This is an optimization exercise on Yosys and OpenROAD, whose aim is small area and a short achievable clock period, not a production implementation. Function was checked by simulation only, so behaviour that the tests miss may differ from the original. Power figures rest on the tool's default switching activity, not on a simulated workload.

### design/flow/run.sh
#!/bin/bash
# synth_recipe.tcl (not shown) runs the flow's synth.tcl, then flattens the netlist and writes it again
# the make line also repeats each setting of config.mk as NAME=value (left out here)
make -C /OpenROAD-flow-scripts/flow DESIGN_CONFIG=/design/flow/config.mk WORK_HOME=/design/flow/orfs CLKGATE_MAP_FILE= SYNTH_SCRIPT=/design/flow/synth_recipe.tcl finish
### design/flow/config.mk
export PLATFORM = sky130hd
export DESIGN_NAME = dmem_256x8
export DESIGN_NICKNAME = dmem_256x8
export VERILOG_FILES = /design/flow/design.v
export SDC_FILE = /design/flow/constraint.sdc
export NUM_CORES = 4
export LEC_CHECK = 0
export ABC_AREA = 1
export CAP_MARGIN = 20
export CORE_MARGIN = 2
export CORE_UTILIZATION = 65
export CTS_BUF_LIST = sky130_fd_sc_hd__clkbuf_16
export CTS_CLUSTER_DIAMETER = 80
export CTS_CLUSTER_SIZE = 20
export SETUP_SLACK_MARGIN = 5
export SLEW_MARGIN = 20
### design/flow/constraint.sdc
create_clock -name core_clock -period 12.0 [get_ports {clk}]
set_input_delay 2.4000 -clock core_clock [delete_from_list [all_inputs] [get_ports {clk}]]
set_output_delay 2.4000 -clock core_clock [all_outputs]
set_load 0.01 [all_outputs]
### design/flow/design.v
module dmem_256x8 (
  input  logic       clk,
  input  logic       reset,
  input  logic [7:0] data_a,
  input  logic       mem_read,
  input  logic       mem_write,
  input  logic [7:0] data_b,
  output logic [7:0] data_out
);
  logic [7:0]  mem_core [0:255];
  logic [15:0] valid;
  logic [15:0] hi, lo;
  always_comb begin
    for (int j = 0; j < 16; j++) begin
      hi[j] = (data_a[7:4] == 4'(j));
      lo[j] = (data_a[3:0] == 4'(j));
    end
  end
  logic [7:0] wbus [0:15];
  always_comb begin
    for (int p = 0; p < 16; p++)
      wbus[p] = lo[p] ? data_b : 8'h00;
  end
  logic [255:0] we;
  always_comb begin
    for (int i = 0; i < 256; i++)
      we[i] = mem_write & hi[i / 16] & (lo[i % 16] | ~valid[i / 16]);
  end
  always_ff @(posedge clk) begin
    for (int i = 0; i < 256; i++)
      if (we[i]) mem_core[i] <= wbus[i % 16];
  end
  always_ff @(posedge clk or negedge reset) begin
    if (!reset)
      valid <= '0;
    else if (mem_write)
      valid <= valid | hi;
  end
  logic [7:0] rd_word;
  always_comb begin
    rd_word = '0;
    for (int i = 0; i < 256; i++)
      rd_word = rd_word | ({8{hi[i / 16] & valid[i / 16] & lo[i % 16]}} & mem_core[i]);
  end
  assign data_out = mem_read ? rd_word : 8'h00;
endmodule
==> flow_summary.ini, run 1 <==
[floorplan]
rows = 131
initial_core_util_pct = 65.3
die_h_microns = 362
io_pins = 28
die_x_microns = 362
coreArea_sq_mm = 0.127
dieArea_sq_mm = 0.131

[sta]
setup_tns_ps = 0
hold_viol = 0
finalMaxSlewViolations = 0
slew-limit-headroom_pct = 12.6
worstMarginPinSlew_ps = 1310
min_period_ps = 7240
layout_worst_path_cycle_share_pct = 60.3
fmax_ghz = 0.138
setup_viol = 0
rsz0062_at_grt = true
fin_skew_ps = 33.6

[worst_setup_path]
critPathMaxStageDelay_ps = 230
worstPathArrival_ps = 4840
worst_setup_path_start_kind = input pin
worst_ep_required_time_ps = 9600
reg2reg_slack_ps = 9510
rr_endpoint = mem_core[181][0]
worstPathCellList = buf_16, clkinv_8, nand2_4, clkinvlp_4, nand2_2, buf_12, buf_4, nor2_2, nand2_1, nand2_1, nor2_1, nand2_1, nor2_1, nand2_2, nor2_4, nand2_4, nor2_4, nor2_1, buf_2
slowest_stage = nor2_1
crit_type = input pin to output pin
worstSetupEndpointType = output pin
worstPathMaxFanout = 8
reg2reg_from = valid[11]
reg2regPathDepth = 2

[logic_synthesis]
synth_area_per_cell_sq_um = 11.6
synth-seq-cells = 2064
synth_top_family_by_area = simple AND/OR/NAND/NOR gates
yosys.area_share.adder_pct = 0
synth_xor_area_share_pct = 0
yosys_warnings = 3
synth_simple_gate_area_share_pct = 22.1
synth_cell_types = 16
postSynthCellCount = 7178
synth_area_sq_mm = 0.0831
ys_seq_area_share_pct = 74.5
synthMuxAreaShare_pct = 0
synth_compound_area_share_pct = 1.54

[grt]
antenna_found_initial = 23
grt-ovfl-total = 0
grt_pass1_vias = 56787
grt_usage_pct = 45.8
grt_max_degree = 73
grt_pass1_wl_microns = 415000

[routing]
drt_first_iter_violations = 11959
via_per_inst = 6.75
postRouteAntennaNets = 0
wl_per_cell_microns = 33.1
vias = 61518
drc = 0
first_pass_iters = 7
totalWireLength_microns = 302000

[clock_tree]
numCtsBuffers = 114
clockBufferDepth = 3
clkTransAtPathRegs_ps = 80
clk_latency_ps = 780
cts_tree = built
clock-root-buffer = clkbuf_16
htreeDepth = 3
cts_sinks = 2064

[layout]
drive_gt1_share_pct = 15.9
seq_area_sq_mm = 0.0619
final_common_cell = nand2_1
synthToLayoutAreaGrowth_pct = 14.8
most-common-layout-cells = nand2_1, edfxtp_1, nand3_1
fill_cells = 8246
multi_input_area_sq_mm = 0.0225
final_nets = 7443

[run]
drv_cap = 0

[worst_hold_path]
hp-start = valid[15]
whs_endpoint = valid[15]
hp-class = flip-flop to flip-flop
whs_path_depth = 2

[placement]
dp_hpwl_microns = 173000
io_buffers = 27
gp_congestion = 0.991

[pwr]
p_per_area_mw_per_mm2 = 129
ir_drop_mv = 0.135
leakage_nw = 40.4
total_power_w = 0.0123

[outcome]
outcome = no timing/DRC/antenna violations
==> per-stage QoR <==
step           hold WS (ps)  area [sq um]  setup slack (ps)  instances  utilization, %
3_5_place_dp            502         86300              2470       8722            67.8
4_1_cts                 521         94600              4980       9073            74.4
2_1_floorplan           511         83100              5550       7178               -
6_report                538         95400              4760       9116            75.0
5_1_grt                 557         95400              4770       9108            75.0
3_3_place_gp            478         86200              2510       8719            67.8
==> cell usage after synthesis <==
library cell	n	area (sq um)
nor2_2	7	43.8
nor2_1	958	3600
edfxtp_1	2048	61500
nand4_1	80	500
clkbuf_1	268	1010
dfrtp_1	16	400
buf_2	41	205
nor3_1	1	5.00
clkinv_1	1	3.75
nor3_2	4	40.0
nand3_1	1096	5490
inv_1	47	176
a21oi_1	256	1280
nand2_1	2309	8670
buf_1	42	158
inv_2	4	15.0
==> routing by layer <==
| layer | global-route usage, % | share of wire (%) | up-vias |
|---|---|---|---|
| li1 | - | - | 25439 |
| met1 | 61.9 | 33 | 29368 |
| met2 | 65.5 | 43 | 5599 |
| met3 | 15.5 | 17 | 1104 |
| met4 | 26.2 | 7.0 | 8 |
| met5 | 1.22 | 0.13 | - |
==> repair_timing <==
item,CTS,global route
hold buffers,0,0
pin swaps,173,79
setup buffers,174,28
endpoints found under the setup margin,8,8
gates cloned,38,5
resized for setup,840,100
==> registers in the layout, indices dropped and copies added (netlist names) <==
signal	count
mem_core	2048
valid	16
==> layout make-up <==
type / count / area share [%]
Sequential cell: 2064 / 64.9
Multi-Input combinational cell: 4726 / 23.6
Timing Repair Buffer: 465 / 5.70
Clock buffer: 119 / 3.12
Tap cell: 1662 / 2.18
Inverter: 52 / 0.330
Clock inverter: 20 / 0.164
Antenna cell: 8 / 0.0210
==> cell families (layout without fill, tap and decap cells) <==
kind of cell / after synthesis / count (layout)
other: 0 / 8
buffers and inverters: 403 / 656
DFF: 2064 / 2064
and+or+nand+nor: 4455 / 4470
AOI/OAI and AO/OA: 256 / 256
==> worst max-delay path, delay by kind of cell <==
family / cells / cell delay (ps)
AND/OR/NAND/NOR: 13 / 1610
buffers and inverters: 6 / 820
==> worst max-delay path by stage <==
stage | slack, ps | from | cells past startpoint | to
final | 4760 | data_a[0] | 19 | data_out[5]
after global routing | 4770 | data_a[2] | 20 | data_out[2]
after CTS | 4980 | data_a[3] | 20 | data_out[7]
after detailed placement | 2470 | data_a[1] | 18 | data_out[6]
after global placement | 2510 | data_a[0] | 18 | data_out[7]
after floorplan | 5550 | data_a[3] | 16 | data_out[0]
==> where the power goes <==
group	switching, W	internal, W	total (W)
Combinational	0.000336	0.000114	0.000450
Clock	0.00225	0.00180	0.00405
Sequential	0.000000276	0.00783	0.00783
Total	0.00259	0.00975	0.0123
==> run 2, diff against run 1 <==
--- a/design/flow/design.v
+++ b/design/flow/design.v
@@ -37,10 +37,61 @@
       valid <= valid | hi;
   end
+  logic [7:0]  a_n;
+  logic [3:0]  pa, pb, pc, pd;
+  logic [15:0] lo_n, hv_n, vr;
+  logic [255:0] rwl;
+  for (genvar k = 0; k < 8; k++) begin : g_inv
+    dmem_inv u (.a(data_a[k]), .y(a_n[k]));
+  end
+  for (genvar q = 0; q < 4; q++) begin : g_pair
+    dmem_nor2 u_a (.a(q[0] ? a_n[0] : data_a[0]), .b(q[1] ? a_n[1] : data_a[1]), .y(pa[q]));
+    dmem_nor2 u_b (.a(q[0] ? a_n[2] : data_a[2]), .b(q[1] ? a_n[3] : data_a[3]), .y(pb[q]));
+    dmem_nor2 u_c (.a(q[0] ? a_n[4] : data_a[4]), .b(q[1] ? a_n[5] : data_a[5]), .y(pc[q]));
+    dmem_nor2 u_d (.a(q[0] ? a_n[6] : data_a[6]), .b(q[1] ? a_n[7] : data_a[7]), .y(pd[q]));
+  end
+  always_comb begin
+    for (int j = 0; j < 16; j++) vr[j] = valid[j] & mem_read;
+  end
+  for (genvar j = 0; j < 16; j++) begin : g_pre
+    dmem_nand2 u_lo (.a(pa[j % 4]), .b(pb[j / 4]), .y(lo_n[j]));
+    dmem_nand3 u_hv (.a(pc[j % 4]), .b(pd[j / 4]), .c(vr[j]), .y(hv_n[j]));
+  end
+  for (genvar i = 0; i < 256; i++) begin : g_rwl
+    dmem_nor2 u (.a(hv_n[i / 16]), .b(lo_n[i % 16]), .y(rwl[i]));
+  end
   logic [7:0] rd_word;
   always_comb begin
     rd_word = '0;
     for (int i = 0; i < 256; i++)
-      rd_word = rd_word | ({8{hi[i / 16] & valid[i / 16] & lo[i % 16]}} & mem_core[i]);
+      rd_word = rd_word | ({8{rwl[i]}} & mem_core[i]);
   end
-  assign data_out = mem_read ? rd_word : 8'h00;
+  assign data_out = rd_word;
 endmodule
+module dmem_inv (
+  input  logic a,
+  output logic y
+);
+  assign y = ~a;
+endmodule
+module dmem_nand2 (
+  input  logic a,
+  input  logic b,
+  output logic y
+);
+  assign y = ~(a & b);
+endmodule
+module dmem_nand3 (
+  input  logic a,
+  input  logic b,
+  input  logic c,
+  output logic y
+);
+  assign y = ~(a & b & c);
+endmodule
+module dmem_nor2 (
+  input  logic a,
+  input  logic b,
+  output logic y
+);
+  assign y = ~(a | b);
+endmodule
==> design/flow/flow/run.sh (new file) <==
#!/bin/bash
set -euo pipefail
export SYNTH_KEEP_MODULES="dmem_inv dmem_nand2 dmem_nand3 dmem_nor2"
bash standard.sh synth > synth.log 2>&1
bash standard.sh > layout.log 2>&1
==> design/flow/standard.sh (new file) <==
#!/bin/bash
# synth_recipe.tcl (not shown) runs the flow's synth.tcl, then flattens the netlist and writes it again
# the make line also repeats each setting of config.mk as NAME=value (left out here)
make -C /OpenROAD-flow-scripts/flow DESIGN_CONFIG=/design/flow/config.mk WORK_HOME=/design/flow/orfs CLKGATE_MAP_FILE= SYNTH_SCRIPT=/design/flow/synth_recipe.tcl "${@:-finish}"
removed: design/flow/run.sh
==> flow_summary.ini, run 2 <==
[logic_synthesis]
synth_top_cell_by_area = edfxtp_1
synth_top_area_share_pct = 75.9
yosys-top-cells-area = edfxtp_1, nand2_1, nor2_1
synth_edf_count = 2048
ys_async_sr_fraction_pct = 0.775
synth_area_per_cell_sq_um = 12.0
synth.most_common_cell = nand2_1
postSynthCellCount = 6767
synthTopCellsByCount = nand2_1, edfxtp_1, nor2_1
ys_seq_area_share_pct = 76.3
synth-main-ff-cell = edfxtp_1
synth-seq-cells = 2064
yosys_warnings = 3
synth_area_sq_mm = 0.0811
synth_cell_types = 21

[pwr]
p_clk_share_pct = 32.6
total_power_w = 0.0122
leakage_nw = 32.6
p_seq_share_pct = 64.0
ir_drop_mv = 0.160
power.share.switching_pct = 20.8
comb_power_share_pct = 3.4
p_per_area_mw_per_mm2 = 131
p_switching_w = 0.00255
internal_power_w = 0.00969

[sta]
worstMarginPinSlew_ps = 1330
slew-limit-headroom_pct = 11.4
finalMaxSlewViolations = 0
setup_viol = 0
rsz0062_at_grt = true
layout_worst_path_cycle_share_pct = 59.2
setup_tns_ps = 0
fmax_ghz = 0.141
setup_slack_ps = 4890
fin_skew_ps = 26.1
hold_viol = 0
min_period_ps = 7110

[floorplan]
die_x_microns = 357
coreArea_sq_mm = 0.124
rows = 129
initial_core_util_pct = 65.5
die_h_microns = 357
dieArea_sq_mm = 0.128
io_pins = 28

[placement]
placedCellCount = 8289
dp_slack_ps = 2370
gp_congestion = 1.03
dp_hpwl_microns = 181000
io_buffers = 27

[clock_tree]
clk_latency_ps = 780
numCtsBuffers = 114
cts_hold_buf = 0
htreeDepth = 3
clock-root-buffer = clkbuf_16
clkTransAtPathRegs_ps = 90
clockBufferDepth = 3
cts_tree = built
cts_sinks = 2064

[worst_setup_path]
worst_ep_required_time_ps = 9600
worstPathArrival_ps = 4710
reg2reg_slack_ps = 9110
worstSetupEndpointType = output pin
worstPathMaxFanout = 8
reg2regPathDepth = 4
worst_setup_path_start_kind = input pin
crit_type = input pin to output pin

[grt]
grt_pass1_wl_microns = 407000
antenna_found_initial = 33
grt_pass1_vias = 53936
grt-ovfl-total = 0
grt_max_degree = 25
grt_usage_pct = 47.1

[routing]
wl_per_cell_microns = 34.6
totalWireLength_microns = 300000
drt_first_iter_violations = 11527
vias = 57731
drc = 0
via_per_inst = 6.67
postRouteAntennaNets = 0
first_pass_iters = 26

[layout]
largest_reg_flops = 2048
fill_cells = 7793
final_nets = 6993
drive_gt1_share_pct = 17.7
utilization_pct = 75.4
final_common_cell = nand2_1
synthToLayoutAreaGrowth_pct = 15.1
most-common-layout-cells = nand2_1, edfxtp_1, nand4_1
final_cells = 8657
reg_top3 = mem_core (2048), valid (16)
largest-register = mem_core

[worst_hold_path]
whs_path_depth = 3
hp-class = flip-flop to flip-flop

[run]
drv_cap = 0

[outcome]
outcome = no timing/DRC/antenna violations
[run 2: cell count changes after synthesis, sizes merged, moves of 128 or more]
cell	previous run	this run
inv	51	379
nor2	965	771
nand4	80	432
a21oi	256	128
nand3	1096	18
nand2	2309	2520
o21ai	0	128
[run 2: per-layer routing]
| layer | GRT usage, % | vias up | wire [microns] |
|---|---|---|---|
| met5 | 0.704 | - | 407 |
| met4 | 30.7 | 24 | 24900 |
| met2 | 66.5 | 5729 | 125000 |
| met1 | 61.6 | 27192 | 95900 |
| li1 | - | 23430 | - |
| met3 | 18.1 | 1356 | 53100 |
[run 2: logic make-up after synthesis]
family	share of synthesized area [%]
DFF	76.3
and+or+nand+nor	18.7
buffers and inverters	3.35
AOI/OAI and AO/OA	1.59
[run 2: path summary, 6_finish.rpt]
path,from,end
max in group asynchronous,reset,valid[3]
setup / recovery,data_a[4],data_out[6]
hold / removal,valid[12],valid[12]
setup reg to reg,valid[9],mem_core[156][2]
min in group asynchronous,reset,valid[1]
hold reg to reg,valid[12],valid[12]
[run 2: metrics by stage]
step	instance area (sq um)	hold WS, ps
after global placement	83900	915
final	93300	1020
after global routing	93300	993
after CTS	92100	928
after floorplan	81100	551
after detailed placement	84000	915
[run 2: worst max-delay path: stages]
cell	delay (ps)
buf_12	120
inv_4	80
nor2_4	70
nand3_4	110
buf_12	170
buf_16	220
nor2_4	100
nand2_2	80
nand4_1	190
nor2_2	260
nand2_2	150
nor2_4	150
nand2_4	110
nor2_4	130
nand2_4	150
buf_6	170
[run 2: timing repair]
action | in CTS | in global routing
resized for setup | 971 | 167
pin swaps | 122 | 129
hold endpoints to repair | 0 | 0
gates cloned | 13 | 3
setup buffers | 137 | 48
setup endpoints to repair | 8 | 8
[run 2: area by class of cell]
cell class              instances  area, sq um  share of cell area [%]
flip-flops and latches       2064        61900                    66.3
clock buffers                 117         2930                    3.14
well taps                    1637         2050                    2.19
inverters                     379         1450                    1.55
diodes                         15         37.5                  0.0402
repair buffers                416         4630                    4.97
multi-input cells            3998        20100                    21.6
clock inverters                31          170                   0.182
[run 2: power by group through the flow]
stage | Clock [W] | Sequential (W) | Combinational (W)
3_3_place_gp | 0 | 0.00800 | 0.000277
6_report | 0.00399 | 0.00784 | 0.000419
2_1_floorplan | 0 | 0.00800 | 0.0000854
5_1_grt | 0.00418 | 0.00784 | 0.000407
4_1_cts | 0.00395 | 0.00784 | 0.000364
3_5_place_dp | 0 | 0.00800 | 0.000277
[run 2: per-module statistics from Yosys (local to each module, per instance)]
| module | flip-flops and latches | cells |
|---|---|---|
| dmem_256x8 | 2064 | 6455 |
| dmem_inv | 0 | 1 |
| dmem_nand2 | 0 | 1 |
| dmem_nand3 | 0 | 1 |
| dmem_nor2 | 0 | 1 |
==> run 3, diff against run 2 <==
==> design/flow/flow/run.sh (replaced) <==
#!/bin/bash
set -euo pipefail
export SYNTH_KEEP_MODULES="dmem_inv dmem_nand2 dmem_nand3 dmem_nor2"
export CTS_ARGS="-sink_clustering_enable -repair_clock_nets -dont_use_dummy_load -sink_clustering_size 26 -sink_clustering_max_diameter 100 -buf_list sky130_fd_sc_hd__clkbuf_16"
bash standard.sh synth > synth.log 2>&1
bash standard.sh > layout.log 2>&1
--- a/design/flow/config.mk
+++ b/design/flow/config.mk
@@ -9,8 +9,8 @@
 export CAP_MARGIN = 20
 export CORE_MARGIN = 2
-export CORE_UTILIZATION = 65
+export CORE_UTILIZATION = 75
 export CTS_BUF_LIST = sky130_fd_sc_hd__clkbuf_16
-export CTS_CLUSTER_DIAMETER = 80
-export CTS_CLUSTER_SIZE = 20
+export CTS_CLUSTER_DIAMETER = 100
+export CTS_CLUSTER_SIZE = 26
 export SETUP_SLACK_MARGIN = 5
 export SLEW_MARGIN = 20
==> flow_summary.ini, run 3 <==
[outcome]
outcome = no timing/DRC/antenna violations

[logic_synthesis]
yosys_warnings = 3
synth_edf_count = 2048
synth_area_per_cell_sq_um = 12.0
synth_cell_types = 21
synth.most_common_cell = nand2_1
ys_seq_area_share_pct = 76.3
synthTopCellsByCount = nand2_1, edfxtp_1, nor2_1
synth_top_cell_by_area = edfxtp_1
synth-main-ff-cell = edfxtp_1
synth_top_area_share_pct = 75.9
synth-seq-cells = 2064
ys_async_sr_fraction_pct = 0.775
yosys-top-cells-area = edfxtp_1, nand2_1, nor2_1
postSynthCellCount = 6767
synth_area_sq_mm = 0.0811

[placement]
gp_congestion = 1.00
dp_hpwl_microns = 173000
io_buffers = 27
placedCellCount = 8047
dp_slack_ps = 2680

[routing]
first_pass_iters = 10
postRouteAntennaNets = 0
via_per_inst = 7.21
drt_first_iter_violations = 14464
wl_per_cell_microns = 35.0
totalWireLength_microns = 295000
drc = 0
vias = 60722

[sta]
setup_viol = 0
finalMaxSlewViolations = 0
rsz0062_at_grt = true
slew-limit-headroom_pct = 5.80
fin_skew_ps = 45.2
worstMarginPinSlew_ps = 1410
layout_worst_path_cycle_share_pct = 60.1
fmax_ghz = 0.139
min_period_ps = 7210
setup_tns_ps = 0
hold_viol = 0
setup_slack_ps = 4790

[grt]
grt_max_degree = 27
grt-ovfl-total = 0
grt_usage_pct = 52.2
grt_pass1_wl_microns = 395000
grt_pass1_vias = 56053
antenna_found_initial = 28

[pwr]
ir_drop_mv = 0.170
leakage_nw = 32.1
p_per_area_mw_per_mm2 = 127
total_power_w = 0.0117

[layout]
final_nets = 6975
drive_gt1_share_pct = 16.9
most-common-layout-cells = nand2_1, edfxtp_1, nand4_1
reg_top3 = mem_core (2048), valid (16)
fill_cells = 4907
largest_reg_flops = 2048
final_cells = 8419
final_common_cell = nand2_1
largest-register = mem_core
synthToLayoutAreaGrowth_pct = 13.7

[clock_tree]
cts_hold_buf = 0
clockBufferDepth = 3
cts_sinks = 2064
clock-root-buffer = clkbuf_16
numCtsBuffers = 89
htreeDepth = 3
clkTransAtPathRegs_ps = 100
clk_latency_ps = 730
cts_tree = built

[worst_setup_path]
reg2reg_from = valid[0]
slowest_stage = nor2_4
worst_ep_required_time_ps = 9600
worstPathArrival_ps = 4810
crit_family = simple AND/OR/NAND/NOR gates
cpMostUsedCell = nand2_1
reg2reg_slack_ps = 9210
worstSetupEndpointType = output pin
startpoint = mem_read
rr_endpoint = mem_core[3][2]
worstPathMaxFanout = 16
worstPathCellList = buf_6, nand2_1, inv_1, nand3_4, buf_12, nor2_2, nand2_1, nand4_1, nor2_1, nand2_1, nor2_1, nand2_2, nor2_4, nand2_4, buf_6
worst_setup_path_start_kind = input pin
crit_buf_inv = 4
critPathMaxStageDelay_ps = 300
reg2regPathDepth = 4
crit_type = input pin to output pin

[run]
drv_cap = 0

[worst_hold_path]
hp-start = valid[7]
whs_endpoint = valid[7]
hp-class = flip-flop to flip-flop
whs_path_depth = 3

[floorplan]
die_h_microns = 333
dieArea_sq_mm = 0.111
io_pins = 28
die_x_microns = 333
initial_core_util_pct = 75.6
rows = 120
coreArea_sq_mm = 0.107
run 3: cell counts after synthesis:
Identical to the previous run, type by type.
run 3: where the power goes:
| group | leakage, nW | total, W | switching (W) | internal (W) |
|---|---|---|---|---|
| Sequential | 18.8 | 0.00784 | 0.00000216 | 0.00784 |
| Clock | 1.10 | 0.00342 | 0.00209 | 0.00133 |
| Combinational | 12.2 | 0.000404 | 0.000304 | 0.0000993 |
run 3: per-stage QoR:
step	hold slack (ps)	area (sq um)	util, %
after floorplan	551	81100	-
after global placement	962	83500	77.9
after detailed placement	975	83600	77.9
after CTS	990	90400	84.3
after global routing	1030	92000	85.9
final	1060	92200	86.0
run 3: cell families after synthesis:
kind of cell	Yosys count	share of synthesized area [%]
simple gates	3741	18.7
buf+inv	706	3.35
compound gates	256	1.59
flops	2064	76.3
run 3: how the worst max path moves through the flow:
stage / to / slack (ps) / cells past startpoint
2_1_floorplan: data_out[6] / 5390 / 17
3_3_place_gp: data_out[5] / 2460 / 16
3_5_place_dp: data_out[0] / 2680 / 15
4_1_cts: data_out[1] / 4960 / 15
5_1_grt: data_out[5] / 4890 / 18
6_report: data_out[5] / 4790 / 15
run 3: worst min-delay path, delay by kind of cell (launching register included):
| family | cells | cell delay, ps |
|---|---|---|
| DFF | 1 | 430 |
| buffers and inverters | 2 | 510 |
| and+or+nand+nor | 1 | 80 |
run 3: repair_timing:
action | in CTS | in global routing
setup buffers | 109 | 90
resized for setup | 921 | 186
endpoints found under the hold margin | 0 | 0
pin swaps | 134 | 175
gates cloned | 16 | 3
setup endpoints to repair | 8 | 8
run 3: area by class of cell:
type / instances / area [sq um] / share of cell area (%)
Multi-Input combinational cell: 3998 / 20000 / 21.7
Antenna cell: 63 / 158 / 0.171
Inverter: 379 / 1480 / 1.61
Clock buffer: 89 / 2230 / 2.42
Timing Repair Buffer: 423 / 4700 / 5.10
Tap cell: 1403 / 1760 / 1.90
Sequential cell: 2064 / 61900 / 67.1
run 3: modules after synthesis, one instance, submodules excluded:
module	flops+latches	cells inside	area [sq um]	copies in the design
dmem_256x8	2064	6455	79900	1
dmem_nand3	0	1	5.00	16
dmem_inv	0	1	3.75	8
dmem_nand2	0	1	3.75	16
dmem_nor2	0	1	3.75	272
run 3: routing by layer:
layer / global-route usage [%] / vias up / wire length (microns)
met5: 0 / - / 485
met4: 39.4 / 20 / 30500
met3: 21.2 / 2083 / 59100
met2: 72.9 / 7473 / 121000
met1: 66.1 / 27733 / 84000
li1: - / 23413 / -
==> run 4, diff against run 3 <==
==> design/flow/flow/run.sh (replaced) <==
#!/bin/bash
set -euo pipefail
export SYNTH_KEEP_MODULES="dmem_inv dmem_nand2 dmem_nand3 dmem_nor2"
export REMOVE_ABC_BUFFERS=1
export CTS_ARGS="-sink_clustering_enable -repair_clock_nets -dont_use_dummy_load -sink_clustering_size 26 -sink_clustering_max_diameter 100 -buf_list sky130_fd_sc_hd__clkbuf_16"
bash standard.sh synth > synth.log 2>&1
bash standard.sh > layout.log 2>&1
--- a/design/flow/config.mk
+++ b/design/flow/config.mk
@@ -9,8 +9,5 @@
 export CAP_MARGIN = 20
 export CORE_MARGIN = 2
-export CORE_UTILIZATION = 75
-export CTS_BUF_LIST = sky130_fd_sc_hd__clkbuf_16
-export CTS_CLUSTER_DIAMETER = 100
-export CTS_CLUSTER_SIZE = 26
+export CORE_UTILIZATION = 65
 export SETUP_SLACK_MARGIN = 5
 export SLEW_MARGIN = 20
==> flow_summary.ini, run 4 <==
[logic_synthesis]
synthTopCellsByCount = nand2_1, edfxtp_1, nor2_1
synth_top_cell_by_area = edfxtp_1
yosys-top-cells-area = edfxtp_1, nand2_1, nor2_1
synth-seq-cells = 2064
synth-main-ff-cell = edfxtp_1
synth_edf_count = 2048
ys_async_sr_fraction_pct = 0.775
synth_cell_types = 21
ys_seq_area_share_pct = 76.3
synth.most_common_cell = nand2_1
synth_area_per_cell_sq_um = 12.0
synth_top_area_share_pct = 75.9
yosys_warnings = 3
postSynthCellCount = 6767
synth_area_sq_mm = 0.0811

[worst_setup_path]
critPathMaxStageDelay_ps = 290
cpMostUsedCell = nor2_4
worst-path-stages = 17
worst_ep_required_time_ps = 9600
reg2reg_from = valid[8]
worstPathCellList = buf_12, clkinv_8, nor2_4, buf_6, nand3_4, buf_16, buf_12, nor2_4, nand2_1, nand4_1, nor2_1, nand2_1, nor2_1, nand2_2, nor2_4, nand2_4, buf_6
reg2regPathDepth = 3
worstPathMaxFanout = 8
worstPathArrival_ps = 4700
slowest_stage = nor2_1
worst_setup_path_start_kind = input pin
reg2reg_slack_ps = 8840
crit_family = simple AND/OR/NAND/NOR gates
rr_endpoint = mem_core[138][7]
crit_buf_inv = 6
worstSetupEndpointType = output pin
crit_type = input pin to output pin

[routing]
via_per_inst = 6.69
first_pass_iters = 22
wl_per_cell_microns = 34.1
totalWireLength_microns = 292000
postRouteAntennaNets = 0
drt_first_iter_violations = 11098
drc = 0
vias = 57340

[floorplan]
io_pins = 28
die_h_microns = 357
die_x_microns = 357
initial_core_util_pct = 65.5
dieArea_sq_mm = 0.128
rows = 129
coreArea_sq_mm = 0.124

[layout]
largest-register = mem_core
final_common_cell = nand2_1
final_nets = 6932
largest_reg_flops = 2048
drive_gt1_share_pct = 16.2
reg_top3 = mem_core (2048), valid (16)
synthToLayoutAreaGrowth_pct = 13.4
most-common-layout-cells = nand2_1, edfxtp_1, nand4_1
design_area_sq_mm = 0.0919

[clock_tree]
cts_hold_buf = 0
clock-root-buffer = clkbuf_16
clk_latency_ps = 750
cts_sinks = 2064
numCtsBuffers = 89
htreeDepth = 3
clkTransAtPathRegs_ps = 110
clockBufferDepth = 3
cts_tree = built

[sta]
fmax_ghz = 0.141
min_period_ps = 7100
finalMaxSlewViolations = 0
layout_worst_path_cycle_share_pct = 59.2
setup_tns_ps = 0
setup_viol = 0
fin_skew_ps = 56.9
hold_viol = 0
worstMarginPinSlew_ps = 1320
rsz0062_at_grt = true
slew-limit-headroom_pct = 11.9

[worst_hold_path]
hp-class = flip-flop to flip-flop
whs_path_depth = 3
whs_endpoint = valid[15]
hp-start = valid[15]

[outcome]
outcome = no timing/DRC/antenna violations

[grt]
grt_pass1_wl_microns = 393000
grt-ovfl-total = 0
antenna_found_initial = 23
grt_max_degree = 27
grt_pass1_vias = 53321
grt_usage_pct = 45.5

[pwr]
p_per_area_mw_per_mm2 = 127
leakage_nw = 31.8
ir_drop_mv = 0.171

[run]
drv_cap = 0

[placement]
dp_hpwl_microns = 179000
placed_area_sq_mm = 0.0839
gp_congestion = 0.994
io_buffers = 27
run 4: cell counts after synthesis:
No cell type changed its count.
run 4: per-stage QoR:
stage	instances	total power (W)	hold WS, ps	setup WS [ps]	utilization, %
final	8576	0.0117	985	4900	74.2
after global routing	8547	0.0119	963	4930	74.2
after CTS	8494	0.0116	907	4960	73.3
after detailed placement	8281	0.00827	874	2630	67.8
after global placement	8281	0.00826	889	2430	67.7
after floorplan	6440	0.00808	650	5720	-
run 4: worst register-to-register path, delay by kind of cell, from the launching register on:
family	cells	cell delay [ps]
AOI/OAI and AO/OA	1	660
buffers and inverters	2	1470
DFF	1	750
run 4: cells by family after synthesis:
group           share of synthesized area, %
compound gates                          1.59
buf+inv                                 3.35
flops                                   76.3
simple gates                            18.7
run 4: cell type report:
class,instances,area (sq um)
antenna,29,72.6
clock buffer,89,2230
fill,7885,31900
inverter,379,1480
multi-input combinational,3999,19900
sequential,2064,61900
tap,1637,2050
timing repair buffer,379,4290
run 4: worst max-delay path by stage:
| stage | from | to | slack (ps) |
|---|---|---|---|
| after floorplan | data_a[5] | data_out[6] | 5720 |
| after global placement | data_a[5] | data_out[6] | 2430 |
| after global routing | data_a[5] | data_out[1] | 4930 |
| after CTS | data_a[3] | data_out[1] | 4960 |
| after detailed placement | mem_read | data_out[1] | 2630 |
| final | data_a[7] | data_out[1] | 4900 |
run 4: report_power, final:
part	leakage [nW]	internal [W]	switching, W
combinational	11.9	0.0000979	0.000300
sequential	18.8	0.00784	0.00000194
clock	1.10	0.00133	0.00211
run 4: metal layers:
layer / routed length [microns] / up-vias / part of all wire, % / GRT usage (%)
li1: - / 23300 / - / -
met1: 93200 / 27199 / 32 / 58.2
met2: 126000 / 5579 / 43 / 66.1
met3: 50400 / 1250 / 17 / 17.0
met4: 22800 / 12 / 7.8 / 28.7
met5: 72 / - / 0.025 / 0.296
run 4: timing repair:
action                                  CTS  global route
buffers inserted                        113            48
endpoints found under the setup margin    8             8
gates resized for setup                 883           171
cloned                                   11             4
pin swaps                               120           107
run 4: modules after synthesis, one instance, submodules excluded:
module | flops+latches | cell area (sq um) | cells
dmem_256x8 | 2064 | 79900 | 6455
dmem_inv | 0 | 3.75 | 1
dmem_nand2 | 0 | 3.75 | 1
dmem_nand3 | 0 | 5.00 | 1
dmem_nor2 | 0 | 3.75 | 1
==> run 5, diff against run 4 <==
==> design/flow/flow/run.sh (replaced) <==
#!/bin/bash
set -euo pipefail
export SYNTH_KEEP_MODULES="dmem_inv dmem_nand2 dmem_nand3 dmem_nor2"
export REMOVE_ABC_BUFFERS=1
export CTS_ARGS="-sink_clustering_enable -repair_clock_nets -dont_use_dummy_load -sink_clustering_size 20 -sink_clustering_max_diameter 80 -buf_list sky130_fd_sc_hd__clkbuf_16"
bash standard.sh synth > synth.log 2>&1
bash standard.sh > layout.log 2>&1
==> flow_summary.ini, run 5 <==
[floorplan]
rows = 129
die_x_microns = 357
initial_core_util_pct = 65.5
io_pins = 28
coreArea_sq_mm = 0.124
die_h_microns = 357
dieArea_sq_mm = 0.128

[placement]
placedCellCount = 8281
gp_congestion = 0.994
dp_slack_ps = 2630
io_buffers = 27
dp_hpwl_microns = 179000

[logic_synthesis]
synth_cell_types = 21
ys_seq_area_share_pct = 76.3
synth.most_common_cell = nand2_1
ys_async_sr_fraction_pct = 0.775
postSynthCellCount = 6767
synth_top_cell_by_area = edfxtp_1
synth_top_area_share_pct = 75.9
synth-main-ff-cell = edfxtp_1
yosys-top-cells-area = edfxtp_1, nand2_1, nor2_1
synthTopCellsByCount = nand2_1, edfxtp_1, nor2_1
synth_edf_count = 2048
synth_area_per_cell_sq_um = 12.0
yosys_warnings = 3
synth-seq-cells = 2064
synth_area_sq_mm = 0.0811

[layout]
fill_cells = 7847
final_common_cell = nand2_1
multi_input_area_sq_mm = 0.0197
reg_top3 = mem_core (2048), valid (16)
largest_reg_flops = 2048
final_nets = 6939
seq_area_sq_mm = 0.0619
final_cells = 8575
largest-register = mem_core
most-common-layout-cells = nand2_1, edfxtp_1, nand4_1
drive_gt1_share_pct = 16.2
synthToLayoutAreaGrowth_pct = 13.7

[pwr]
ir_drop_mv = 0.156
p_clk_share_pct = 31.8
p_seq_share_pct = 64.9
leakage_nw = 32.0
p_switching_w = 0.00246
power.share.switching_pct = 20.4
comb_power_share_pct = 3.2
p_per_area_mw_per_mm2 = 131
internal_power_w = 0.00961

[routing]
vias = 57228
drc = 0
first_pass_iters = 22
drt_first_iter_violations = 10825
via_per_inst = 6.67
wl_per_cell_microns = 33.9
totalWireLength_microns = 290000
postRouteAntennaNets = 0

[run]
drv_cap = 0

[grt]
grt-ovfl-total = 0
grt_usage_pct = 45.6
grt_pass1_vias = 53633
grt_pass1_wl_microns = 395000
grt_max_degree = 25
antenna_found_initial = 16

[worst_setup_path]
crit_type = input pin to output pin
reg2regPathDepth = 3
worstPathArrival_ps = 4660
worst_ep_required_time_ps = 9600
worstPathMaxFanout = 16
worst_setup_path_start_kind = input pin
worstSetupEndpointType = output pin
rr_endpoint = mem_core[195][4]
reg2reg_slack_ps = 8940
reg2reg_from = valid[12]

[sta]
hold_viol = 0
fin_skew_ps = 53.7
worstMarginPinSlew_ps = 1310
slew-limit-headroom_pct = 12.5
min_period_ps = 7060
finalMaxSlewViolations = 0
setup_tns_ps = 0
holdWs_ps = 984
setup_viol = 0
fmax_ghz = 0.142
rsz0062_at_grt = true
layout_worst_path_cycle_share_pct = 58.8
setup_slack_ps = 4940

[worst_hold_path]
whs_endpoint = valid[14]
hp-start = valid[14]
hp-class = flip-flop to flip-flop
whs_path_depth = 3

[clock_tree]
numCtsBuffers = 114
clockBufferDepth = 3
clock-root-buffer = clkbuf_16
clkTransAtPathRegs_ps = 90
cts_tree = built
htreeDepth = 3
cts_sinks = 2064
clk_latency_ps = 780

[outcome]
outcome = no timing/DRC/antenna violations
-- run 5: cell counts after synthesis --
Identical to the previous run, type by type.
-- run 5: routing by layer --
layer	vias to the layer above	part of all wire, %	track usage (%)	wire length, microns
met1	27231	32	58.2	92600
met3	1283	17	16.9	49300
met2	5412	43	67.3	125000
met4	6	8.1	27.7	23500
met5	-	0.049	0	142
li1	23296	-	-	-
-- run 5: repair_timing --
action / in CTS / in global routing
setup buffers: 98 / 46
resized for setup: 899 / 112
cloned: 15 / 0
pin swaps: 119 / 98
setup endpoints to repair: 8 / 8
hold buffers: 0 / 0
-- run 5: worst max path at each step --
stage	slack, ps	endpoint	start	depth (start not counted)
final	4940	data_out[2]	mem_read	17
after global routing	4970	data_out[1]	data_a[7]	18
after CTS	4950	data_out[1]	data_a[7]	19
after detailed placement	2630	data_out[1]	mem_read	17
after global placement	2430	data_out[6]	data_a[5]	16
after floorplan	5720	data_out[6]	data_a[5]	14
-- run 5: cell type report --
class / count / share of cell area, %
Antenna cell: 21 / 0.0570
Clock buffer: 114 / 3.09
Tap cell: 1637 / 2.22
Multi-Input combinational cell: 4001 / 21.4
Inverter: 379 / 1.58
Timing Repair Buffer: 359 / 4.49
Sequential cell: 2064 / 67.1
-- run 5: kinds of logic (layout without fill, tap and decap cells) --
logic type / count (synthesis) / in the layout / share of synthesized area (%)
AOI/OAI and AO/OA: 256 / 256 / 1.59
buffers and inverters: 706 / 852 / 3.35
DFF: 2064 / 2064 / 76.3
other: 0 / 21 / 0
and+or+nand+nor: 3741 / 3745 / 18.7
-- run 5: per-stage QoR --
stage / instance area, sq um / total power, W / utilization [%]
floorplan: 79800 / 0.00808 / -
global placement: 83900 / 0.00826 / 67.7
detailed placement: 83900 / 0.00827 / 67.8
CTS: 91200 / 0.0120 / 73.7
global route: 92100 / 0.0123 / 74.4
finish: 92200 / 0.0121 / 74.5
-- run 5: worst max-delay path: stages --
cell     delay [ps]
buf_6           140
nand2_1          80
inv_1            70
nand3_4         190
buf_12          230
nor2_4           90
nand2_1          70
nand2_1          60
inv_1            60
nand2_1         100
nor2_1          220
nand2_1         100
nor2_2          120
nand2_2         110
nor2_4          290
nand2_2         160
buf_6           150
-- run 5: Yosys stat by module (local to each module, per instance) --
module / area [sq um] / flops+latches
dmem_nor2: 3.75 / 0
dmem_inv: 3.75 / 0
dmem_256x8: 79900 / 2064
dmem_nand2: 3.75 / 0
dmem_nand3: 5.00 / 0
-- run 5: power groups by stage --
stage / clock network [W] / logic (W) / registers, W
after global routing: 0.00405 / 0.000382 / 0.00784
after global placement: 0 / 0.000262 / 0.00800
after CTS: 0.00381 / 0.000345 / 0.00784
final: 0.00384 / 0.000391 / 0.00784
after detailed placement: 0 / 0.000263 / 0.00800
after floorplan: 0 / 0.0000804 / 0.00800
==> run 6, diff against run 5 <==
--- a/design/flow/design.v
+++ b/design/flow/design.v
@@ -10,31 +10,4 @@
   logic [7:0]  mem_core [0:255];
   logic [15:0] valid;
-  logic [15:0] hi, lo;
-  always_comb begin
-    for (int j = 0; j < 16; j++) begin
-      hi[j] = (data_a[7:4] == 4'(j));
-      lo[j] = (data_a[3:0] == 4'(j));
-    end
-  end
-  logic [7:0] wbus [0:15];
-  always_comb begin
-    for (int p = 0; p < 16; p++)
-      wbus[p] = lo[p] ? data_b : 8'h00;
-  end
-  logic [255:0] we;
-  always_comb begin
-    for (int i = 0; i < 256; i++)
-      we[i] = mem_write & hi[i / 16] & (lo[i % 16] | ~valid[i / 16]);
-  end
-  always_ff @(posedge clk) begin
-    for (int i = 0; i < 256; i++)
-      if (we[i]) mem_core[i] <= wbus[i % 16];
-  end
-  always_ff @(posedge clk or negedge reset) begin
-    if (!reset)
-      valid <= '0;
-    else if (mem_write)
-      valid <= valid | hi;
-  end
   logic [7:0]  a_n;
   logic [3:0]  pa, pb, pc, pd;
@@ -59,4 +32,34 @@
   for (genvar i = 0; i < 256; i++) begin : g_rwl
     dmem_nor2 u (.a(hv_n[i / 16]), .b(lo_n[i % 16]), .y(rwl[i]));
+  end
+  logic [15:0] lw_n, hw_n;
+  for (genvar j = 0; j < 16; j++) begin : g_wpre
+    dmem_nand2 u_lw (.a(pa[j % 4]), .b(pb[j / 4]), .y(lw_n[j]));
+    dmem_nand3 u_hw (.a(pc[j % 4]), .b(pd[j / 4]), .c(mem_write), .y(hw_n[j]));
+  end
+  logic [7:0] db_n;
+  logic [7:0] wbus [0:15];
+  for (genvar b = 0; b < 8; b++) begin : g_db
+    dmem_inv u (.a(data_b[b]), .y(db_n[b]));
+  end
+  for (genvar p = 0; p < 16; p++) begin : g_wbus
+    for (genvar b = 0; b < 8; b++) begin : g_b
+      dmem_nor2 u (.a(lw_n[p]), .b(db_n[b]), .y(wbus[p][b]));
+    end
+  end
+  logic [255:0] we;
+  always_comb begin
+    for (int i = 0; i < 256; i++)
+      we[i] = ~((lw_n[i % 16] & valid[i / 16]) | hw_n[i / 16]);
+  end
+  always_ff @(posedge clk) begin
+    for (int i = 0; i < 256; i++)
+      if (we[i]) mem_core[i] <= wbus[i % 16];
+  end
+  always_ff @(posedge clk or negedge reset) begin
+    if (!reset)
+      valid <= '0;
+    else
+      valid <= valid | ~hw_n;
   end
   logic [7:0] rd_word;
==> flow_summary.ini, run 6 <==
[logic_synthesis]
ys_async_sr_fraction_pct = 0.775
synth_area_sq_mm = 0.0807
synth_top_cell_by_area = edfxtp_1
synth.most_common_cell = nand2_1
yosys-top-cells-area = edfxtp_1, nand2_1, nor2_1
synth-main-ff-cell = edfxtp_1
yosys_warnings = 4
synth_edf_count = 2048
synth_top_area_share_pct = 76.2
synthTopCellsByCount = nand2_1, edfxtp_1, nor2_1
ys_seq_area_share_pct = 76.7
synth_area_per_cell_sq_um = 12.2
postSynthCellCount = 6602
synth_cell_types = 17
synth-seq-cells = 2064

[sta]
finalMaxSlewViolations = 0
setup_viol = 0
fin_skew_ps = 65.1
fmax_ghz = 0.142
setup_tns_ps = 0
min_period_ps = 7050
slew-limit-headroom_pct = 21.3
holdWs_ps = 873
hold_viol = 0
worstMarginPinSlew_ps = 1180
layout_worst_path_cycle_share_pct = 58.8
rsz0062_at_grt = true

[worst_setup_path]
worstPathCellList = buf_4, inv_4, nor2_4, buf_12, nand2_8, buf_16, nor2_4, nand2_1, nand4_1, nor2_2, nand2_2, nor2_4, nand2_4, nor2_4, nand2_2, buf_6
critPathMaxStageDelay_ps = 240
crit_family = simple AND/OR/NAND/NOR gates
crit_type = input pin to output pin
worstPathMaxFanout = 8
worstPathArrival_ps = 4650
cpMostUsedCell = nor2_4
worst_setup_path_start_kind = input pin
worstSetupEndpointType = output pin
worst_ep_required_time_ps = 9600
crit_buf_inv = 5
slowest_stage = nor2_2

[layout]
drive_gt1_share_pct = 17.9
largest-register = mem_core
largest_reg_flops = 2048
fill_cells = 7818
synthToLayoutAreaGrowth_pct = 14.3
final_common_cell = nand2_1
reg_top3 = mem_core (2048), valid (16)
design_area_sq_mm = 0.0923
final_nets = 6776
most-common-layout-cells = nand2_1, edfxtp_1, nand4_1
utilization_pct = 74.7

[routing]
postRouteAntennaNets = 0
first_pass_iters = 9
wl_per_cell_microns = 34.5
drc = 0
totalWireLength_microns = 289000
vias = 56673
drt_first_iter_violations = 9962
via_per_inst = 6.75

[pwr]
p_per_area_mw_per_mm2 = 130
p_seq_share_pct = 65.1
internal_power_w = 0.00958
power.share.switching_pct = 20.4
p_clk_share_pct = 32.0
comb_power_share_pct = 2.9
p_switching_w = 0.00245
ir_drop_mv = 0.150
leakage_nw = 35.0

[grt]
grt_usage_pct = 45.4
grt_max_degree = 25
gr-usage-met3_pct = 16.9
grt_pass1_vias = 53237
met2_usage_pct = 66.1
use_met1_pct = 59.3
antenna_found_initial = 17
grt-ovfl-total = 0
grt_pass1_wl_microns = 393000
busiest_layer = met2

[clock_tree]
numCtsBuffers = 113
cts_sinks = 2064
cts_hold_buf = 0
htreeDepth = 3
cts_tree = built
clock-root-buffer = clkbuf_16
clockBufferDepth = 3
clk_latency_ps = 780
clkTransAtPathRegs_ps = 80

[placement]
dp_hpwl_microns = 170000
gp_congestion = 1.03
placed_area_sq_mm = 0.0833
io_buffers = 27

[floorplan]
die_x_microns = 356
rows = 129
die_h_microns = 356
initial_core_util_pct = 65.4
coreArea_sq_mm = 0.123
io_pins = 28
dieArea_sq_mm = 0.127

[run]
drv_cap = 0

[outcome]
outcome = no timing/DRC/antenna violations

[worst_hold_path]
hp-class = flip-flop to flip-flop
-- run 6: Yosys stat by module, one instance, submodules excluded --
| module | flip-flops and latches | cell area, sq um | cells |
|---|---|---|---|
| dmem_256x8 | 2064 | 78900 | 6122 |
| dmem_inv | 0 | 3.75 | 1 |
| dmem_nor2 | 0 | 3.75 | 1 |
| dmem_nand2 | 0 | 3.75 | 1 |
| dmem_nand3 | 0 | 5.00 | 1 |
-- run 6: worst min-delay path: cells and delay by family (launching register included) --
kind	cells	cell delay [ps]
buffers and inverters	2	420
and+or+nand+nor	1	50
DFF	1	360
-- run 6: final timing paths --
| kind | slack (ps) | endpoint | startpoint | cells past startpoint |
|---|---|---|---|---|
| worst min register to register | 870 | valid[4] | valid[4] | 3 |
| min in group asynchronous | 2150 | valid[11] | reset | 1 |
| worst min-delay path | 870 | valid[4] | valid[4] | 3 |
| worst max-delay path | 4950 | data_out[0] | data_a[0] | 16 |
| worst max register to register | 9990 | mem_core[172][2] | valid[10] | 2 |
| max in group asynchronous | 9280 | valid[5] | reset | 1 |
-- run 6: cell families after synthesis --
family,count (synthesis),synth area share (%)
simple gates,3720,18.8
compound gates,256,1.59
flops,2064,76.7
buf+inv,562,2.95
-- run 6: routing by layer --
metal | wire [microns] | vias to the layer above | share of wire [%]
met1 | 93500 | 27159 | 32
met3 | 49700 | 1251 | 17
met4 | 21300 | 16 | 7.3
met5 | 306 | - | 0.11
li1 | - | 22948 | -
met2 | 125000 | 5299 | 43
-- run 6: cell type report --
cell class / count / area, sq um / area share [%]
flip-flops and latches: 2064 / 61900 / 67.1
multi-input cells: 3979 / 20100 / 21.8
repair buffers: 390 / 4530 / 4.92
clock buffers: 113 / 2830 / 3.07
well taps: 1637 / 2050 / 2.22
inverters: 208 / 813 / 0.882
diodes: 9 / 22.5 / 0.0244
-- run 6: timing repair --
action                     CTS  global route
gates cloned                17             6
setup endpoints to repair    8             8
gates resized for setup    933           186
pin swaps                  147            93
setup buffers              106            43
-- run 6: through the flow --
stage | std cells | setup slack, ps | total power (W)
floorplan | 6248 | 5250 | 0.00805
global placement | 8106 | 2390 | 0.00821
detailed placement | 8106 | 2390 | 0.00821
CTS | 8342 | 5010 | 0.0119
global route | 8391 | 4970 | 0.0122
finish | 8400 | 4950 | 0.0120
-- run 6: power groups by stage --
| stage | Clock (W) | Combinational [W] | Sequential [W] |
|---|---|---|---|
| finish | 0.00385 | 0.000345 | 0.00783 |
| floorplan | 0 | 0.0000585 | 0.00800 |
| global placement | 0 | 0.000214 | 0.00800 |
| global route | 0.00406 | 0.000332 | 0.00783 |
| CTS | 0.00381 | 0.000295 | 0.00783 |
| detailed placement | 0 | 0.000216 | 0.00800 |
==> run 7, diff against run 6 <==
--- a/design/flow/design.v
+++ b/design/flow/design.v
@@ -63,11 +63,35 @@
       valid <= valid | ~hw_n;
   end
-  logic [7:0] rd_word;
-  always_comb begin
-    rd_word = '0;
-    for (int i = 0; i < 256; i++)
-      rd_word = rd_word | ({8{rwl[i]}} & mem_core[i]);
+  for (genvar b = 0; b < 8; b++) begin : g_bit
+    logic [255:0] t1;
+    logic [63:0]  t2;
+    logic [31:0]  t3;
+    logic [15:0]  t4;
+    logic [7:0]   t5;
+    logic [3:0]   t6;
+    logic [1:0]   t7;
+    for (genvar k = 0; k < 256; k++) begin : g_t1
+      dmem_nand2 u (.a(rwl[16 * (k % 16) + k / 16]), .b(mem_core[16 * (k % 16) + k / 16][b]), .y(t1[k]));
+    end
+    for (genvar k = 0; k < 64; k++) begin : g_t2
+      dmem_nand4 u (.a(t1[4*k]), .b(t1[4*k+1]), .c(t1[4*k+2]), .d(t1[4*k+3]), .y(t2[k]));
+    end
+    for (genvar k = 0; k < 32; k++) begin : g_t3
+      dmem_nor2 u (.a(t2[2*k]), .b(t2[2*k+1]), .y(t3[k]));
+    end
+    for (genvar k = 0; k < 16; k++) begin : g_t4
+      dmem_nand2 u (.a(t3[2*k]), .b(t3[2*k+1]), .y(t4[k]));
+    end
+    for (genvar k = 0; k < 8; k++) begin : g_t5
+      dmem_nor2 u (.a(t4[2*k]), .b(t4[2*k+1]), .y(t5[k]));
+    end
+    for (genvar k = 0; k < 4; k++) begin : g_t6
+      dmem_nand2 u (.a(t5[2*k]), .b(t5[2*k+1]), .y(t6[k]));
+    end
+    for (genvar k = 0; k < 2; k++) begin : g_t7
+      dmem_nor2 u (.a(t6[2*k]), .b(t6[2*k+1]), .y(t7[k]));
+    end
+    dmem_nand2 u_t8 (.a(t7[0]), .b(t7[1]), .y(data_out[b]));
   end
-  assign data_out = rd_word;
 endmodule
 module dmem_inv (
@@ -99,2 +123,11 @@
   assign y = ~(a | b);
 endmodule
+module dmem_nand4 (
+  input  logic a,
+  input  logic b,
+  input  logic c,
+  input  logic d,
+  output logic y
+);
+  assign y = ~(a & b & c & d);
+endmodule
==> design/flow/flow/run.sh (replaced) <==
#!/bin/bash
set -euo pipefail
export SYNTH_KEEP_MODULES="dmem_inv dmem_nand2 dmem_nand3 dmem_nand4 dmem_nor2"
export REMOVE_ABC_BUFFERS=1
export CTS_ARGS="-sink_clustering_enable -repair_clock_nets -dont_use_dummy_load -sink_clustering_size 20 -sink_clustering_max_diameter 80 -buf_list sky130_fd_sc_hd__clkbuf_16"
bash standard.sh synth > synth.log 2>&1
bash standard.sh > layout.log 2>&1
--- a/design/flow/config.mk
+++ b/design/flow/config.mk
@@ -6,5 +6,4 @@
 export NUM_CORES = 4
 export LEC_CHECK = 0
-export ABC_AREA = 1
 export CAP_MARGIN = 20
 export CORE_MARGIN = 2
==> flow_summary.ini, run 7 <==
[logic_synthesis]
synth_top_area_share_pct = 77.7
synth.most_common_cell = nand2_1
postSynthCellCount = 5993
ys_async_sr_fraction_pct = 0.775
synth_area_sq_mm = 0.0791
yosys-top-cells-area = edfxtp_1, nand2_1, nand4_1
ys_seq_area_share_pct = 78.2
synth-main-ff-cell = edfxtp_1
synth_edf_count = 2048
synth_cell_types = 16
synthTopCellsByCount = nand2_1, edfxtp_1, nor2_1
synth-seq-cells = 2064
synth_top_cell_by_area = edfxtp_1
synth_area_per_cell_sq_um = 13.2
yosys_warnings = 4

[grt]
grt_pass1_wl_microns = 345000
grt_pass1_vias = 48895
grt_max_degree = 25
grt_usage_pct = 39.5
grt-ovfl-total = 0
antenna_found_initial = 5

[layout]
drive_gt1_share_pct = 17.4
most-common-layout-cells = nand2_1, edfxtp_1, nand4_1
final_cells = 7986
largest_reg_flops = 2048
seq_area_sq_mm = 0.0619
multi_input_area_sq_mm = 0.0196
synthToLayoutAreaGrowth_pct = 14.7
design_area_sq_mm = 0.0908
reg_top3 = mem_core (2048), valid (16)
largest-register = mem_core
final_common_cell = nand2_1
final_nets = 6377
fill_cells = 7567

[placement]
placed_area_sq_mm = 0.0814
io_buffers = 27
dp_slack_ps = 2100
placedCellCount = 7638
gp_congestion = 0.945
dp_hpwl_microns = 143000

[outcome]
outcome = no timing/DRC/antenna violations

[worst_setup_path]
slowest_stage = and2_1
critPathMaxStageDelay_ps = 220
worst_setup_path_start_kind = input pin
worstPathMaxFanout = 16
worstPathArrival_ps = 4790
worstPathCellList = buf_6, and2_1, nand3_4, buf_6, buf_16, nor2_4, nand2_1, nand4_1, nor2_1, nand2_1, nor2_4, nand2_1, nor2_4, nand2_4, buf_6
reg2reg_slack_ps = 9820
crit_type = input pin to output pin
worst_ep_required_time_ps = 9600
reg2reg_from = valid[10]
rr_endpoint = mem_core[167][1]
reg2regPathDepth = 2
worstSetupEndpointType = output pin

[pwr]
leakage_nw = 29.4
power.share.switching_pct = 21.5
ir_drop_mv = 0.166
comb_power_share_pct = 5.1
total_power_w = 0.0124
p_clk_share_pct = 30.9
p_per_area_mw_per_mm2 = 136
internal_power_w = 0.00970
p_seq_share_pct = 64.0
p_switching_w = 0.00266

[clock_tree]
cts_sinks = 2064
clock-root-buffer = clkbuf_16
cts_hold_buf = 0
cts_tree = built
clkTransAtPathRegs_ps = 80
numCtsBuffers = 114
clockBufferDepth = 3
clk_latency_ps = 780
htreeDepth = 3

[run]
drv_cap = 0

[floorplan]
rows = 128
coreArea_sq_mm = 0.121
die_x_microns = 353
dieArea_sq_mm = 0.125
die_h_microns = 353
io_pins = 28
initial_core_util_pct = 65.3

[sta]
rsz0062_at_grt = true
hold_viol = 0
fin_skew_ps = 57.4
finalMaxSlewViolations = 0
slew-limit-headroom_pct = 17.0
worstMarginPinSlew_ps = 1240
setup_slack_ps = 4810
fmax_ghz = 0.139
setup_tns_ps = 0
setup_viol = 0
min_period_ps = 7190
layout_worst_path_cycle_share_pct = 59.9

[routing]
drc = 0
first_pass_iters = 8
postRouteAntennaNets = 0
wl_per_cell_microns = 31.1
vias = 52125
via_per_inst = 6.53
drt_first_iter_violations = 7900
totalWireLength_microns = 248000

[worst_hold_path]
hp-class = flip-flop to flip-flop
whs_path_depth = 2
whs_endpoint = valid[4]
hp-start = valid[4]
run 7: timing repair:
action / in CTS / in global routing
pin swaps: 174 / 100
buffers inserted: 176 / 34
gates cloned: 15 / 1
resized for setup: 960 / 74
setup endpoints to repair: 8 / 8
run 7: worst max-delay path: cells and delay by family:
kind	cells	cell delay [ps]
buf+inv	4	640
simple gates	11	1730
run 7: logic make-up after synthesis:
kind of cell | Yosys count | synth area share, %
AND/OR/NAND/NOR | 3560 | 18.7
AO/OA/AOI/OAI | 256 | 1.82
buffers and inverters | 113 | 1.30
flip-flops | 2064 | 78.2
run 7: power groups by stage:
| stage | logic (W) | clock network [W] | registers [W] |
|---|---|---|---|
| 3_5_place_dp | 0.000454 | 0 | 0.00808 |
| 3_3_place_gp | 0.000450 | 0 | 0.00807 |
| 6_report | 0.000625 | 0.00382 | 0.00791 |
| 2_1_floorplan | 0.000106 | 0 | 0.00810 |
| 4_1_cts | 0.000560 | 0.00382 | 0.00791 |
| 5_1_grt | 0.000603 | 0.00407 | 0.00792 |
run 7: cell type report:
| cell class | count | area share, % |
|---|---|---|
| multi-input cells | 3823 | 21.6 |
| flip-flops and latches | 2064 | 68.2 |
| inverters | 16 | 0.113 |
| well taps | 1625 | 2.24 |
| diodes | 6 | 0.0165 |
| clock buffers | 114 | 3.14 |
| repair buffers | 338 | 4.64 |
run 7: worst max-delay path by stage:
| stage | slack [ps] | from | endpoint |
|---|---|---|---|
| finish | 4810 | mem_read | data_out[2] |
| global route | 4820 | data_a[5] | data_out[3] |
| CTS | 4950 | data_a[6] | data_out[3] |
| detailed placement | 2100 | data_a[7] | data_out[3] |
| global placement | 2110 | data_a[4] | data_out[3] |
| floorplan | 5580 | data_a[5] | data_out[0] |
run 7: routing by layer:
metal / global-route usage (%) / wire length [microns]
met1: 55.4 / 87100
met2: 56.4 / 108000
met3: 12.6 / 38600
met4: 19.9 / 14400
met5: 0 / 107
run 7: Yosys stat by module (local to each module, per instance):
module / times used / area (sq um)
dmem_nor2: 736 / 3.75
dmem_nand4: 512 / 6.26
dmem_256x8: 1 / 64500
dmem_nand3: 32 / 5.00
dmem_inv: 16 / 3.75
dmem_nand2: 2248 / 3.75
run 7: stage by stage:
| step | util (%) | hold WS [ps] |
|---|---|---|
| after detailed placement | 67.1 | 929 |
| after floorplan | - | 728 |
| after global placement | 67.1 | 935 |
| after global routing | 74.8 | 977 |
| final | 74.9 | 996 |
| after CTS | 74.1 | 953 |

## separate check: timing with driven ports
The results above use ideal ports. As a check the final layouts listed here were re-extracted and re-timed, cells and wires unchanged. Step 1, drivers: a clkbuf_16 drives clk and a buf_2 each remaining input, both assumed. Step 2 times the ports against the registers' clock, not the clock port: input delays grow and output delays shrink by t, the midpoint of the rising clock arrivals with the driver on. a / b / c = no drivers / after step 1 / after step 2; a / b = the first two.
run | t (ns) | slack for setup (ns) | worst slew at a driven data input, ns
run 1 | 0.845 | 4.761 / 4.675 / 4.675 | 0.08
run 2 | 0.845 | 4.890 / 4.719 / 4.719 | 0.22
run 3 | 0.792 | 4.793 / 4.679 / 4.679 | 0.23
run 4 | 0.799 | 4.896 / 4.778 / 4.778 | 0.24
run 5 | 0.837 | 4.944 / 4.802 / 4.802 | 0.23
run 6 | 0.832 | 4.946 / 4.881 / 4.881 | 0.23
run 7 | 0.833 | 4.812 / 4.760 / 4.760 | 0.08
After both steps setup and hold are still met in every run listed. For run 2, which loses most, drivers alone change the setup slack by -0.171 ns; drivers and shift together by -0.171 ns.
